This design comes from an exercise in tuning for small area and a short achievable clock period on the open sky130 flow, not from production work.
At most, simulation tests tie the RTL to the original design; equivalence was not proved.

== north ==
Design xgmii_rx_top, start of the top module:
module xgmii_rx_top #(
    parameter int STAT_W = 32
) (
    input  logic              clk,
    input  logic              inv_aresetn,
    input  logic [63:0]       xgmii_d_i,
    input  logic [7:0]        xgmii_c_i,
    output logic [63:0]       tdata_o,
    output logic [7:0]        tkeep_o,
    output logic              tvalid_o,
    output logic              tlast_o,
    output logic              tuser_o,
    output logic [STAT_W-1:0] good_frames_o,
    output logic [STAT_W-1:0] bad_frames_o
);
    logic [7:0]  c;
    logic [63:0] d;
    logic        dat_in, term_in, early_in, err_in, tch_in;
    logic [2:0]  lane_in;
    logic [3:0]  sofp_in;
    logic [7:0]  first_ctl, eq_fd;
    logic [63:0] masked;
    assign c = xgmii_c_i;
    assign d = xgmii_d_i;
    assign dat_in = (c == 8'h00);
    assign term_in  = c[7] && ((~c[6:0] | c[7:1]) == 7'h7F);
    assign early_in = term_in && c[4];
    assign err_in   = !dat_in && !term_in;
    assign sofp_in[0] = ({d[7:0], c} == 16'hFB01);
    assign sofp_in[1] = (d[23:8]  == 16'h5555);
    assign sofp_in[2] = (d[39:24] == 16'h5555);
    assign sofp_in[3] = (d[63:40] == 24'hD5_5555);
  ...
export LEC_CHECK = 0
export CAP_MARGIN = 20
export CORE_MARGIN = 2
export CORE_UTILIZATION = 40
export SETUP_SLACK_MARGIN = 0.2
export SLEW_MARGIN = 20
create_clock -name core_clock -period 9.0 [get_ports {clk}]
standard.sh (not shown) runs the stock make flow with config.mk's settings and CLKGATE_MAP_FILE= SYNTH_SCRIPT=/design/flow/synth_recipe.tcl, a recipe that flattens the netlist after the stock synthesis.
==> flow/flow/run.sh <==
#!/bin/bash
# Own layout flow: the standard ORFS flow (standard.sh), run in two
# parts with these changes:
# - plain sky130_fd_sc_hd__buf_2 cells as the port buffers;
# - extra don't-use cells (on top of the platform's list), which only steer
#   the choice of combinational cells; registers are unaffected:
#     synthesis: sky130_fd_sc_hd__xor3_1 sky130_fd_sc_hd__xor3_2 sky130_fd_sc_hd__xor3_4 sky130_fd_sc_hd__xnor3_1 sky130_fd_sc_hd__xnor3_2 sky130_fd_sc_hd__xnor3_4 sky130_fd_sc_hd__xnor2_2 sky130_fd_sc_hd__xnor2_4 sky130_fd_sc_hd__xor2_2 sky130_fd_sc_hd__xor2_4
#     placement to finish: sky130_fd_sc_hd__xor3_1 sky130_fd_sc_hd__xor3_2 sky130_fd_sc_hd__xor3_4 sky130_fd_sc_hd__xnor3_1 sky130_fd_sc_hd__xnor3_2 sky130_fd_sc_hd__xnor3_4
#   (synthesis maps the crc xor network to small two-input xor cells; the
#   later repair may still size a few of them up);
# - make settings: SETUP_SLACK_MARGIN=6.1 CTS_BUF_LIST=sky130_fd_sc_hd__clkbuf_16 CTS_CLUSTER_SIZE=25 CTS_CLUSTER_DIAMETER=100
#   SETUP_SLACK_MARGIN makes setup repair keep sizing and buffering until
#   paths are that far below the (unchanged) 9 ns clock period.
# Each part's full output goes to its own log in this folder.
set -euo pipefail
cd "$(dirname "$0")/.."
cp config.mk config.bench.mk
{
  echo "export BUFFER_PORTS_ARGS = -buffer_cell sky130_fd_sc_hd__buf_2"
  echo "export DONT_USE_CELLS = sky130_fd_sc_hd__xor3_1 sky130_fd_sc_hd__xor3_2 sky130_fd_sc_hd__xor3_4 sky130_fd_sc_hd__xnor3_1 sky130_fd_sc_hd__xnor3_2 sky130_fd_sc_hd__xnor3_4 sky130_fd_sc_hd__xnor2_2 sky130_fd_sc_hd__xnor2_4 sky130_fd_sc_hd__xor2_2 sky130_fd_sc_hd__xor2_4"
} > config.add.mk
cat config.bench.mk config.add.mk > config.mk
bash standard.sh SETUP_SLACK_MARGIN=6.1 CTS_BUF_LIST=sky130_fd_sc_hd__clkbuf_16 CTS_CLUSTER_SIZE=25 CTS_CLUSTER_DIAMETER=100 synth > standard_synth.log 2>&1
{
  echo "export BUFFER_PORTS_ARGS = -buffer_cell sky130_fd_sc_hd__buf_2"
  echo "export DONT_USE_CELLS = sky130_fd_sc_hd__xor3_1 sky130_fd_sc_hd__xor3_2 sky130_fd_sc_hd__xor3_4 sky130_fd_sc_hd__xnor3_1 sky130_fd_sc_hd__xnor3_2 sky130_fd_sc_hd__xnor3_4"
} > config.add.mk
cat config.bench.mk config.add.mk > config.mk
bash standard.sh SETUP_SLACK_MARGIN=6.1 CTS_BUF_LIST=sky130_fd_sc_hd__clkbuf_16 CTS_CLUSTER_SIZE=25 CTS_CLUSTER_DIAMETER=100 finish > standard.log 2>&1
cp config.bench.mk config.mk
north finished all stages; the layout is clean.
What south does differently from north at the input level:
--- a/flow/design.v
+++ b/flow/design.v
@@ -15,25 +15,23 @@
     output logic [STAT_W-1:0] bad_frames_o
 );
     logic [7:0]  c;
     logic [63:0] d;
     logic        dat_in, term_in, early_in, err_in, tch_in;
     logic [2:0]  lane_in;
-    logic [3:0]  sofp_in;
+    logic [1:0]  sofp_in;
     logic [7:0]  first_ctl, eq_fd;
     logic [63:0] masked;
     assign c = xgmii_c_i;
     assign d = xgmii_d_i;
     assign dat_in = (c == 8'h00);
     assign term_in  = c[7] && ((~c[6:0] | c[7:1]) == 7'h7F);
     assign early_in = term_in && c[4];
     assign err_in   = !dat_in && !term_in;
-    assign sofp_in[0] = ({d[7:0], c} == 16'hFB01);
-    assign sofp_in[1] = (d[23:8]  == 16'h5555);
-    assign sofp_in[2] = (d[39:24] == 16'h5555);
-    assign sofp_in[3] = (d[63:40] == 24'hD5_5555);
+    assign sofp_in[0] = ({d[27:0], c} == 36'h5_5555_FB01);
+    assign sofp_in[1] = (d[63:28] == 36'hD_5555_5555);
     assign lane_in[2] = ~c[3];
     assign lane_in[1] = (~c[1] & c[3]) | ~c[5];
     assign lane_in[0] = (~c[0] & c[1]) | (~c[2] & c[3]) | (~c[4] & c[5]) | ~c[6];
     assign first_ctl = c & ~{c[6:0], 1'b0};
     always_comb begin
         for (int j = 0; j < 8; j++) begin
@@ -42,18 +40,17 @@
         end
     end
     assign tch_in = |(first_ctl & eq_fd);
     logic [63:0] d1_q;       
     logic [2:0]  lane_q;     
     logic        tch_q;      
-    logic [3:0]  sofp_q;     
+    logic [1:0]  sofp_q;     
     logic        nf_q;       
     logic        hp_q;       
     logic        fin_q;      
     logic        fin_hp_q;   
-    logic [2:0]  lane2_q;    
     logic        beat2_q;    
     logic        good2_q;    
     logic [31:0] crc_q;
     logic [7:1]  keep_q;     
     logic        sof;
     logic        frame;
@@ -543,43 +540,44 @@
     assign crc_nxt[27] = x507;
     assign crc_nxt[28] = x515;
     assign crc_nxt[29] = x524;
     assign crc_nxt[30] = x532;
     assign crc_nxt[31] = x541;
     always_comb begin
-        case (lane2_q)
+        case (lane_q)
             3'd0: resid = 32'h099C5421;
             3'd1: resid = 32'hC8721E29;
             3'd2: resid = 32'h91E9AE38;
             3'd3: resid = 32'h8AD76F98;
             3'd4: resid = 32'h6904BB59;
             3'd5: resid = 32'h8104C946;
             3'd6: resid = 32'h3A7ABC72;
             default: resid = 32'h4710BB9C;
         endcase
     end
     assign crc_ok = (crc_q == resid);
     always_comb begin
-        case (lane2_q)
+        case (lane_q)
             3'd0: keep_last = 8'h0F;
             3'd1: keep_last = 8'h1F;
             3'd2: keep_last = 8'h3F;
             3'd3: keep_last = 8'h7F;
             3'd4: keep_last = 8'hFF;
             3'd5: keep_last = 8'h01;
             3'd6: keep_last = 8'h03;
             default: keep_last = 8'h07;
         endcase
     end
     always_ff @(posedge clk) begin
         d1_q     <= masked;
-        lane_q   <= lane_in;
+        if (!fin_q) begin
+            lane_q <= lane_in;
+        end
         tch_q    <= tch_in;
         sofp_q   <= sofp_in;
         fin_hp_q <= hp_q;
-        lane2_q  <= lane_q;
         crc_q    <= sof ? 32'hFFFF_FFFF : crc_nxt;
         if (!((fin_q && !late_q) || beat2_q)) begin
             tdata_o <= d1_q;
         end
         keep_q   <= beat2_q ? keep_last[7:1] : 7'h7F;
     end
--- outcome ---
south against north: fraction of area in registers roughly the same; global-route wire length before repair higher. Changes observed in south relative to north: area after synthesis decreased by about 0.6% relative to the old numbers, design area dropped about 1.3%, time the worst path needs with I/O delays and setup increased by 62 ps relative to the old numbers, cell count after synthesis has decreased.
For south, only the layout was checked, not whether the RTL still works.

-- port drivers added, routing unchanged --
How much do the figures lean on ideal ports? The routed layouts below were timed once more, with nothing changed but the port constraints.
Step 1 assumes that a clkbuf_16 drives the clock port and a buf_2 every other input.
Step 2 also shifts input and output timing later by t, the mid clock arrival at the registers, as if the neighbouring blocks saw the same clock.
a / b / c = ideal / step 1 / step 2; a / b = the first two.
| run | t, ns | setup WS [ns] | hold slack, ns | worst setup path after step 2 | latest minus earliest clock arrival (ns) |
|---|---|---|---|---|---|
| north | 0.548 | 6.117 / 6.069 / 5.766 | 0.385 / 0.385 / 0.385 | input to register | 0.021 / 0.020 |
| south | 0.542 | 6.055 / 6.003 / 5.683 | 0.399 / 0.399 / 0.399 | input to register | 0.035 / 0.035 |
After both steps setup and hold are still met in every run listed. For south, which loses most, drivers alone change the setup slack by -0.052 ns; drivers and shift together by -0.372 ns.
